Background: an optimization exercise with open tools, aiming at small area and a short achievable clock period. Do not read the settings as production practice.
At most, simulation tests tie the RTL to the original design; equivalence was not proved.
No driver is modelled on the clock port, so clocking that relies on it looks cheaper here than on a real chip.
Treat power and IR drop as tool artefacts here; the default activity estimate runs too high for this design.

==> inputs of maple <==
// fmultiplier
module fmultiplier (
  input  logic        clk,
  input  logic        reset_n,
  input  logic [31:0] A,
  input  logic [31:0] B,
  output logic [31:0] result,
  output logic        exception
);
Settings: LEC_CHECK=0, CAP_MARGIN=20, CORE_MARGIN=2, CORE_UTILIZATION=65, CTS_BUF_LIST=sky130_fd_sc_hd__clkbuf_8 sky130_fd_sc_hd__clkbuf_16, HOLD_SLACK_MARGIN=0.15, PLACE_DENSITY=0.75, SETUP_SLACK_MARGIN=5, SLEW_MARGIN=20; clock period 10.0 ns.
standard.sh (not shown) runs the stock make flow with config.mk's settings and CLKGATE_MAP_FILE= SYNTH_SCRIPT=/design/flow/synth_recipe.tcl, a recipe that flattens the netlist after the stock synthesis.
==> flow/flow/run.sh <==
#!/bin/bash
# Own layout flow: the standard layout (standard.sh) with these changes:
#  - synthesis (flow/mksynth.sh): the design's fmul_fa / fmul_ha modules become
#    the library's full / half adder cells, Yosys's synth skips its early
#    "abc -fast", and Yosys's own adder extraction is off (ADDER_MAP_FILE
#    empty), since the design's adders are already cells;
#  - extra make variables from flow/make_args (@W@ there stands for this work
#    folder): the port buffer cell, and flow/skew.tcl as the step after clock
#    tree synthesis, which clocks the output registers from a delayed branch of
#    the clock tree (useful skew for the paths between the two register
#    stages; the outputs' own paths keep ample slack).
# Registers and their names are the standard synthesis's; every other step is
# the standard flow's. Each tool's log stays under orfs/logs/, the make output
# in flow_make.log.
set -euo pipefail
W=$PWD
bash flow/mksynth.sh "$W/synth_recipe.tcl" "$W" > flow_mksynth.log 2>&1
sed -e "s#$W/synth_recipe.tcl#$W/flow_synth.tcl#" standard.sh > flow_standard.sh
grep -q flow_synth.tcl flow_standard.sh
args=(ADDER_MAP_FILE=)
if [[ -f flow/make_args ]]; then
  while read -r a; do [[ -n "$a" ]] && args+=("${a//@W@/$W}"); done < flow/make_args
fi
echo "make args: ${args[*]}" > flow_make.log
bash flow_standard.sh "${args[@]}" finish >> flow_make.log 2>&1
==> flow/flow/make_args <==
BUFFER_PORTS_ARGS=-buffer_cell sky130_fd_sc_hd__buf_4
POST_CTS_TCL=@W@/flow/skew.tcl
SKIP_CTS_REPAIR_TIMING=1
REMOVE_ABC_BUFFERS=1
SKEW_CELLS=sky130_fd_sc_hd__dlygate4sd3_1 sky130_fd_sc_hd__clkdlybuf4s50_1 sky130_fd_sc_hd__clkbuf_8
SKEW_LEAF=sky130_fd_sc_hd__clkbuf_8
SETUP_SLACK_MARGIN=5.5
Other scripts of this flow, unchanged in this note and not shown: flow/flow/mksynth.sh, flow/flow/skew.tcl
==> inputs of fjord, as changes to maple <==
==> flow/flow/make_args (replaced) <==
BUFFER_PORTS_ARGS=-buffer_cell sky130_fd_sc_hd__buf_4
POST_CTS_TCL=@W@/flow/skew.tcl
SKIP_CTS_REPAIR_TIMING=1
REMOVE_ABC_BUFFERS=1
SKEW_CELLS=sky130_fd_sc_hd__clkdlybuf4s50_1 sky130_fd_sc_hd__dlygate4sd1_1 sky130_fd_sc_hd__clkbuf_8
SKEW_LEAF=sky130_fd_sc_hd__clkbuf_8
SETUP_SLACK_MARGIN=5.8
Settings changed: HOLD_SLACK_MARGIN 0.15 to 0.1.
==> qor summary <==
	fjord	maple
Fin area	0.0242 mm^2	0.0235 mm^2
RR Endpoint	result[29]	result[28]
Area of the multi-input gates	0.0172 mm^2	0.0166 mm^2
Routed metal-1 wirelength	24.3 mm	23.4 mm
Length in cells of the worst reg-to-reg path	16	15
Endpoint of the worst setup timing path	pq[90]	exp_q[8]
Multi-input logic portion of the cell area	71.1%	70.8%
Worst-Margin Slew	1.19 ns	0.729 ns
Layout cells sized above 1	14.1%	9.43%
Average wire per standard cell	25.4 um	24.6 um
Gate power share	89.5%	87.4%
Origin of the worst setup path	B[8]	A[24]
Run status	timing/DRC/antenna clean	timing/DRC/antenna clean
CTS clk-pin slew, worst paths	0.07 ns	0.08 ns

---

==> run a <==
Another version of the RTL of fmultiplier (not shown whole).
clock: 10.0 ns
lec_check: 0
cap_margin: 20
core_margin: 2
core_utilization: 65
cts_buf_list: sky130_fd_sc_hd__clkbuf_4 sky130_fd_sc_hd__clkbuf_8
place_density: 0.75
setup_slack_margin: 5
slew_margin: 20
==> flow/flow/run.sh <==
#!/bin/bash
# Own layout flow: the standard layout (standard.sh), with the synthesis
# script changed by flow/mksynth.sh (the design's full/half-adder modules mapped
# onto the library's adder cells; no early abc -fast) and with Yosys's own
# full-adder extraction off (ADDER_MAP_FILE empty), since the design's adders
# are already cells. Extra make variables, if any, come from flow/make_args.
# Registers, their names and all steps after synthesis are the standard flow's.
set -euo pipefail
W=$PWD
bash flow/mksynth.sh "$W/synth_recipe.tcl" "$W" > flow_mksynth.log 2>&1
sed -e "s#$W/synth_recipe.tcl#$W/flow_synth.tcl#" standard.sh > flow_standard.sh
grep -q flow_synth.tcl flow_standard.sh
args=(ADDER_MAP_FILE=)
if [[ -f flow/make_args ]]; then
  while read -r a; do [[ -n "$a" ]] && args+=("$a"); done < flow/make_args
fi
echo "make args: ${args[*]}" > flow_make.log
bash flow_standard.sh "${args[@]}" finish >> flow_make.log 2>&1
==> flow/flow/make_args <==
BUFFER_PORTS_ARGS=-buffer_cell sky130_fd_sc_hd__buf_4
==> flow/flow/mksynth.sh <==
#!/bin/bash
# usage: mksynth.sh FLOW_SYNTH_TCL OUTDIR
# Writes OUTDIR/flow_synth.tcl and OUTDIR/flow_synth_core.tcl: the standard flow's synthesis
# script (ORFS synthesis without fsm/share, then flatten and rename) with two
# changes: each fmul_fa / fmul_ha / fmul_aoi22 / fmul_xor2 instance of the
# design becomes the library's fa / ha / a22oi / xor2 cell (the modules have the
# cells' pin names and functions),
# and Yosys's synth runs without its early "abc -fast" pass.
set -euo pipefail
src=$1; out=$2
core=$out/flow_synth_core.tcl
awk -v fa="${FA_CELL:-sky130_fd_sc_hd__fa_1}" '
  { print }
  /^hierarchy -check -top \$::env\(DESIGN_NAME\)$/ && !done {
    print "# map the design'"'"'s full-adder modules onto the library cell"
    print "chtype -map fmul_fa " fa
    print "chtype -map fmul_ha sky130_fd_sc_hd__ha_1"
    print "chtype -map fmul_aoi22 sky130_fd_sc_hd__a22oi_1"
    print "chtype -map fmul_xor2 sky130_fd_sc_hd__xor2_1"
    print "read_liberty -overwrite -setattr liberty_cell -lib {*}$::env(LIB_FILES)"
    print "hierarchy -check -top $::env(DESIGN_NAME)"
    done = 1
  }' "$FLOW_HOME/scripts/synth.tcl" > "$core"
grep -q "chtype -map fmul_fa" "$core"
sed -e 's/yosys synth -nofsm -noshare /yosys synth -nofsm -noshare -noabc /' \
    -e "s#source \$::env(SCRIPTS_DIR)/synth.tcl#source $core#" "$src" > "$out/flow_synth.tcl"
grep -q -- "-noabc" "$out/flow_synth.tcl"
grep -q "$core" "$out/flow_synth.tcl"
==> run b: changes against run a <==
--- a/flow/design.v
+++ b/flow/design.v
@@ -1317,63 +1317,71 @@
   logic [24:0] a1;
   assign a0 = p[47:24];
   assign h  = {t[47:25] ^ g[46:24], t[24] ^ gg[6][23]};
   always_comb begin
     hp[0] = 1'b1;
     for (int i = 1; i < 24; i++) hp[i] = hp[i-1] & h[i-1];
   end
   assign a1 = {hp[23] & h[23], a0 ^ hp};
-  logic norm, rnd1, rnd0;
+  logic        norm, rnd1, rnd0;
+  logic [22:0] frac;
+  logic [1:0]  inc;    
   assign norm = p[47];
   assign rnd1 = p[23] & (p[22] | p[21] | sticky | p[24]);
   assign rnd0 = p[22] & (p[21] | sticky | p[23]);
+  always_comb begin
+    if (norm) begin
+      frac = rnd1 ? a1[22:0] : a0[22:0];
+      inc  = (rnd1 & a1[24]) ? 2'd2 : 2'd1;
+    end else begin
+      if (!rnd0)       frac = {a0[21:0], p[23]};
+      else if (!p[23]) frac = {a0[21:0], 1'b1};
+      else             frac = {a1[21:0], 1'b0};
+      inc  = (rnd0 & p[23] & a1[23]) ? 2'd1 : 2'd0;
+    end
+  end
   logic signed [9:0] e0, e1, e2;
   logic uf0, uf1, uf2, of0, of1, of2;
   assign e0  = exp_q;
   assign e1  = exp_q + 10'd1;
   assign e2  = exp_q + 10'd2;
   assign uf0 = e0 <= 10'sd0;
   assign uf1 = e1 <= 10'sd0;
   assign uf2 = e2 <= 10'sd0;
   assign of0 = e0 >= 10'sd255;
   assign of1 = e1 >= 10'sd255;
   assign of2 = e2 >= 10'sd255;
-  logic [22:0] frac_n1, frac_n0;
-  logic        up_n1, up_n0, uf_n1, uf_n0, of_n1, of_n0;
-  logic [7:0]  ef_n1, ef_n0;
-  assign frac_n1 = rnd1 ? a1[22:0] : a0[22:0];
-  assign up_n1   = rnd1 & a1[24];
-  assign uf_n1   = up_n1 ? uf2 : uf1;
-  assign of_n1   = up_n1 ? of2 : of1;
-  assign ef_n1   = up_n1 ? e2[7:0] : e1[7:0];
+  logic       uf, of;
+  logic [7:0] ef;
   always_comb begin
-    if (!rnd0)       frac_n0 = {a0[21:0], p[23]};
-    else if (!p[23]) frac_n0 = {a0[21:0], 1'b1};
-    else             frac_n0 = {a1[21:0], 1'b0};
+    case (inc)
+      2'd0:    begin uf = uf0; of = of0; ef = e0[7:0]; end
+      2'd1:    begin uf = uf1; of = of1; ef = e1[7:0]; end
+      default: begin uf = uf2; of = of2; ef = e2[7:0]; end
+    endcase
   end
-  assign up_n0 = rnd0 & p[23] & a1[23];
-  assign uf_n0 = up_n0 ? uf1 : uf0;
-  assign of_n0 = up_n0 ? of1 : of0;
-  assign ef_n0 = up_n0 ? e1[7:0] : e0[7:0];
-  logic [30:0] mag_n1, mag_n0;
-  assign mag_n1 = (zero_q | uf_n1) ? 31'd0 : of_n1 ? {8'hFF, 23'd0} : {ef_n1, frac_n1};
-  assign mag_n0 = (zero_q | uf_n0) ? 31'd0 : of_n0 ? {8'hFF, 23'd0} : {ef_n0, frac_n0};
   logic [31:0] result_d;
   logic        exception_d;
   always_comb begin
+    result_d    = 32'h0000_0000;
+    exception_d = 1'b0;
     if (nan_q) begin
       result_d    = 32'h7FC0_0000;
       exception_d = 1'b1;
     end else if (inf_q) begin
       result_d    = {sign_q, 8'hFF, 23'd0};
       exception_d = 1'b1;
+    end else if (zero_q | uf) begin
+      result_d = {sign_q, 31'd0};
+    end else if (of) begin
+      result_d    = {sign_q, 8'hFF, 23'd0};
+      exception_d = 1'b1;
     end else begin
-      result_d    = {sign_q, norm ? mag_n1 : mag_n0};
-      exception_d = ~zero_q & (norm ? of_n1 : of_n0);
+      result_d = {sign_q, ef, frac};
     end
   end
   always_ff @(posedge clk or negedge reset_n) begin
     if (!reset_n) begin
       result    <= 32'h0000_0000;
       exception <= 1'b0;
     end else begin
       result    <= result_d;
==> flow/flow/mksynth.sh (replaced) <==
#!/bin/bash
# usage: mksynth.sh FLOW_SYNTH_TCL OUTDIR
# Writes OUTDIR/flow_synth.tcl and OUTDIR/flow_synth_core.tcl: the standard flow's synthesis
# script (ORFS synthesis without fsm/share, then flatten and rename) with two
# changes: each fmul_fa / fmul_ha instance of the design becomes the library's
# full / half adder cell (the modules have the cells' pin names and functions),
# and Yosys's synth runs without its early "abc -fast" pass.
set -euo pipefail
src=$1; out=$2
core=$out/flow_synth_core.tcl
awk -v fa="${FA_CELL:-sky130_fd_sc_hd__fa_1}" '
  { print }
  /^hierarchy -check -top \$::env\(DESIGN_NAME\)$/ && !done {
    print "# map the design'"'"'s full-adder modules onto the library cell"
    print "chtype -map fmul_fa " fa
    print "chtype -map fmul_ha sky130_fd_sc_hd__ha_1"
    print "read_liberty -overwrite -setattr liberty_cell -lib {*}$::env(LIB_FILES)"
    print "hierarchy -check -top $::env(DESIGN_NAME)"
    done = 1
  }' "$FLOW_HOME/scripts/synth.tcl" > "$core"
grep -q "chtype -map fmul_fa" "$core"
sed -e 's/yosys synth -nofsm -noshare /yosys synth -nofsm -noshare -noabc /' \
    -e "s#source \$::env(SCRIPTS_DIR)/synth.tcl#source $core#" "$src" > "$out/flow_synth.tcl"
grep -q -- "-noabc" "$out/flow_synth.tcl"
grep -q "$core" "$out/flow_synth.tcl"
--- a/flow/config.mk
+++ b/flow/config.mk
@@ -5,10 +5,10 @@
 export SDC_FILE = /design/flow/constraint.sdc
 export NUM_CORES = 4
 export LEC_CHECK = 0
 export CAP_MARGIN = 20
 export CORE_MARGIN = 2
 export CORE_UTILIZATION = 65
 export CTS_BUF_LIST = sky130_fd_sc_hd__clkbuf_4 sky130_fd_sc_hd__clkbuf_8
 export PLACE_DENSITY = 0.75
-export SETUP_SLACK_MARGIN = 5
+export SETUP_SLACK_MARGIN = 4.5
 export SLEW_MARGIN = 20
==> run c: changes against run a <==
--- a/flow/design.v
+++ b/flow/design.v
@@ -1317,63 +1317,71 @@
   logic [24:0] a1;
   assign a0 = p[47:24];
   assign h  = {t[47:25] ^ g[46:24], t[24] ^ gg[6][23]};
   always_comb begin
     hp[0] = 1'b1;
     for (int i = 1; i < 24; i++) hp[i] = hp[i-1] & h[i-1];
   end
   assign a1 = {hp[23] & h[23], a0 ^ hp};
-  logic norm, rnd1, rnd0;
+  logic        norm, rnd1, rnd0;
+  logic [22:0] frac;
+  logic [1:0]  inc;    
   assign norm = p[47];
   assign rnd1 = p[23] & (p[22] | p[21] | sticky | p[24]);
   assign rnd0 = p[22] & (p[21] | sticky | p[23]);
+  always_comb begin
+    if (norm) begin
+      frac = rnd1 ? a1[22:0] : a0[22:0];
+      inc  = (rnd1 & a1[24]) ? 2'd2 : 2'd1;
+    end else begin
+      if (!rnd0)       frac = {a0[21:0], p[23]};
+      else if (!p[23]) frac = {a0[21:0], 1'b1};
+      else             frac = {a1[21:0], 1'b0};
+      inc  = (rnd0 & p[23] & a1[23]) ? 2'd1 : 2'd0;
+    end
+  end
   logic signed [9:0] e0, e1, e2;
   logic uf0, uf1, uf2, of0, of1, of2;
   assign e0  = exp_q;
   assign e1  = exp_q + 10'd1;
   assign e2  = exp_q + 10'd2;
   assign uf0 = e0 <= 10'sd0;
   assign uf1 = e1 <= 10'sd0;
   assign uf2 = e2 <= 10'sd0;
   assign of0 = e0 >= 10'sd255;
   assign of1 = e1 >= 10'sd255;
   assign of2 = e2 >= 10'sd255;
-  logic [22:0] frac_n1, frac_n0;
-  logic        up_n1, up_n0, uf_n1, uf_n0, of_n1, of_n0;
-  logic [7:0]  ef_n1, ef_n0;
-  assign frac_n1 = rnd1 ? a1[22:0] : a0[22:0];
-  assign up_n1   = rnd1 & a1[24];
-  assign uf_n1   = up_n1 ? uf2 : uf1;
-  assign of_n1   = up_n1 ? of2 : of1;
-  assign ef_n1   = up_n1 ? e2[7:0] : e1[7:0];
+  logic       uf, of;
+  logic [7:0] ef;
   always_comb begin
-    if (!rnd0)       frac_n0 = {a0[21:0], p[23]};
-    else if (!p[23]) frac_n0 = {a0[21:0], 1'b1};
-    else             frac_n0 = {a1[21:0], 1'b0};
+    case (inc)
+      2'd0:    begin uf = uf0; of = of0; ef = e0[7:0]; end
+      2'd1:    begin uf = uf1; of = of1; ef = e1[7:0]; end
+      default: begin uf = uf2; of = of2; ef = e2[7:0]; end
+    endcase
   end
-  assign up_n0 = rnd0 & p[23] & a1[23];
-  assign uf_n0 = up_n0 ? uf1 : uf0;
-  assign of_n0 = up_n0 ? of1 : of0;
-  assign ef_n0 = up_n0 ? e1[7:0] : e0[7:0];
-  logic [30:0] mag_n1, mag_n0;
-  assign mag_n1 = (zero_q | uf_n1) ? 31'd0 : of_n1 ? {8'hFF, 23'd0} : {ef_n1, frac_n1};
-  assign mag_n0 = (zero_q | uf_n0) ? 31'd0 : of_n0 ? {8'hFF, 23'd0} : {ef_n0, frac_n0};
   logic [31:0] result_d;
   logic        exception_d;
   always_comb begin
+    result_d    = 32'h0000_0000;
+    exception_d = 1'b0;
     if (nan_q) begin
       result_d    = 32'h7FC0_0000;
       exception_d = 1'b1;
     end else if (inf_q) begin
       result_d    = {sign_q, 8'hFF, 23'd0};
       exception_d = 1'b1;
+    end else if (zero_q | uf) begin
+      result_d = {sign_q, 31'd0};
+    end else if (of) begin
+      result_d    = {sign_q, 8'hFF, 23'd0};
+      exception_d = 1'b1;
     end else begin
-      result_d    = {sign_q, norm ? mag_n1 : mag_n0};
-      exception_d = ~zero_q & (norm ? of_n1 : of_n0);
+      result_d = {sign_q, ef, frac};
     end
   end
   always_ff @(posedge clk or negedge reset_n) begin
     if (!reset_n) begin
       result    <= 32'h0000_0000;
       exception <= 1'b0;
     end else begin
       result    <= result_d;
==> flow/flow/mksynth.sh (replaced) <==
#!/bin/bash
# usage: mksynth.sh FLOW_SYNTH_TCL OUTDIR
# Writes OUTDIR/flow_synth.tcl and OUTDIR/flow_synth_core.tcl: the standard flow's synthesis
# script (ORFS synthesis without fsm/share, then flatten and rename) with two
# changes: each fmul_fa / fmul_ha instance of the design becomes the library's
# full / half adder cell (the modules have the cells' pin names and functions),
# and Yosys's synth runs without its early "abc -fast" pass.
set -euo pipefail
src=$1; out=$2
core=$out/flow_synth_core.tcl
awk -v fa="${FA_CELL:-sky130_fd_sc_hd__fa_1}" '
  { print }
  /^hierarchy -check -top \$::env\(DESIGN_NAME\)$/ && !done {
    print "# map the design'"'"'s full-adder modules onto the library cell"
    print "chtype -map fmul_fa " fa
    print "chtype -map fmul_ha sky130_fd_sc_hd__ha_1"
    print "read_liberty -overwrite -setattr liberty_cell -lib {*}$::env(LIB_FILES)"
    print "hierarchy -check -top $::env(DESIGN_NAME)"
    done = 1
  }' "$FLOW_HOME/scripts/synth.tcl" > "$core"
grep -q "chtype -map fmul_fa" "$core"
sed -e 's/yosys synth -nofsm -noshare /yosys synth -nofsm -noshare -noabc /' \
    -e "s#source \$::env(SCRIPTS_DIR)/synth.tcl#source $core#" "$src" > "$out/flow_synth.tcl"
grep -q -- "-noabc" "$out/flow_synth.tcl"
grep -q "$core" "$out/flow_synth.tcl"
==> flow/config.mk (replaced) <==
export PLATFORM = sky130hd
export DESIGN_NAME = fmultiplier
export DESIGN_NICKNAME = fmultiplier
export VERILOG_FILES = /design/flow/design.v
export SDC_FILE = /design/flow/constraint.sdc
export NUM_CORES = 4
export LEC_CHECK = 0
export CAP_MARGIN = 20
export CORE_MARGIN = 2
export CORE_UTILIZATION = 55
export PLACE_DENSITY = 0.7
export SETUP_SLACK_MARGIN = 4.5
export SLEW_MARGIN = 20
==> qor summary <==
Pwr/cell area: run b 393 nW/um2; run a 390 nW/um2; run c 389 nW/um2
Final critical delay including setup and external delays: run b 5230 ps; run a 5010 ps; run c 5210 ps
Worst setup endpoint: run b pq[39]; run a pq[37]; run c pq[48]
Critical path data arrival time: run b 5560 ps; run a 5370 ps; run c 5520 ps
Outcome: run b timing/DRC/antenna clean; run a timing/DRC/antenna clean; run c timing/DRC/antenna clean
# Taps: run b 396; run a 396; run c 468
Sequential-to-total area share from yosys stat: run b 14.9%; run a 14.9%; run c 14.9%
Final cell count without fillers: run b 2,406; run a 2,409; run c 2,478
Drt first pass iters: run b 6; run a 6; run c 5
Proportion of synthesized area in mux cells: run b 0.852%; run a 0.746%; run c 0.852%
Met1 capacity usage during global routing: run b 50.0%; run a 50.3%; run c 42.5%
Clock tree buffer count of the final layout: run b 20; run a 17; run c 19
Post-synthesis average cell area: run b 9.87 um2; run a 9.90 um2; run c 9.87 um2
Switching part of the total power: run b 52.9%; run a 52.0%; run c 52.1%
Dpl hpwl: run b 40.8 mm; run a 41.8 mm; run c 41.3 mm
Routed vias/inst: run b 6.35; run a 6.46; run c 6.17
Power attributed to combinational cells: run b 6830 uW; run a 7000 uW; run c 6700 uW
Number of unique standard cell types used by synthesis: run b 80; run a 79; run c 80
No functional check of the RTL was part of run a.

[port drivers added, routing unchanged]
The results above use ideal ports. As a check the final layouts listed here were re-extracted and re-timed, cells and wires unchanged.
Step 1: set_driving_cell puts a clkbuf_16 on clk and a buf_2 on each other input, an assumption about the parent block.
Step 2, shift: input delay + t, output delay - t, t = (earliest + latest rising clock arrival at the registers) / 2. This alone moves slack from input paths to output paths.
a / b / c = ideal ports / drivers / drivers and shift; a / b = the first two.
run | t (ns) | setup slack, ns | latest minus earliest clock arrival (ns) | cell pins on the clock port's net
maple | 1.075 | 5.583 / 5.610 / 4.535 | 1.199 / 1.199 | 1
fjord | 0.907 | 5.780 / 5.793 / 4.886 | 0.859 / 0.858 | 1
run a | 0.534 | 4.991 / 4.997 / 4.463 | 0.035 / 0.035 | 1
run b | 0.515 | 4.768 / 4.773 / 4.258 | 0.026 / 0.026 | 1
run c | 0.483 | 4.786 / 4.803 / 4.320 | 0.016 / 0.016 | 1
Clock arrivals are far apart in maple and fjord, so t is only a midpoint there and step 2 fits no single register. For maple, which loses most, drivers alone change the setup slack by +0.027 ns; drivers and shift together by -1.048 ns.
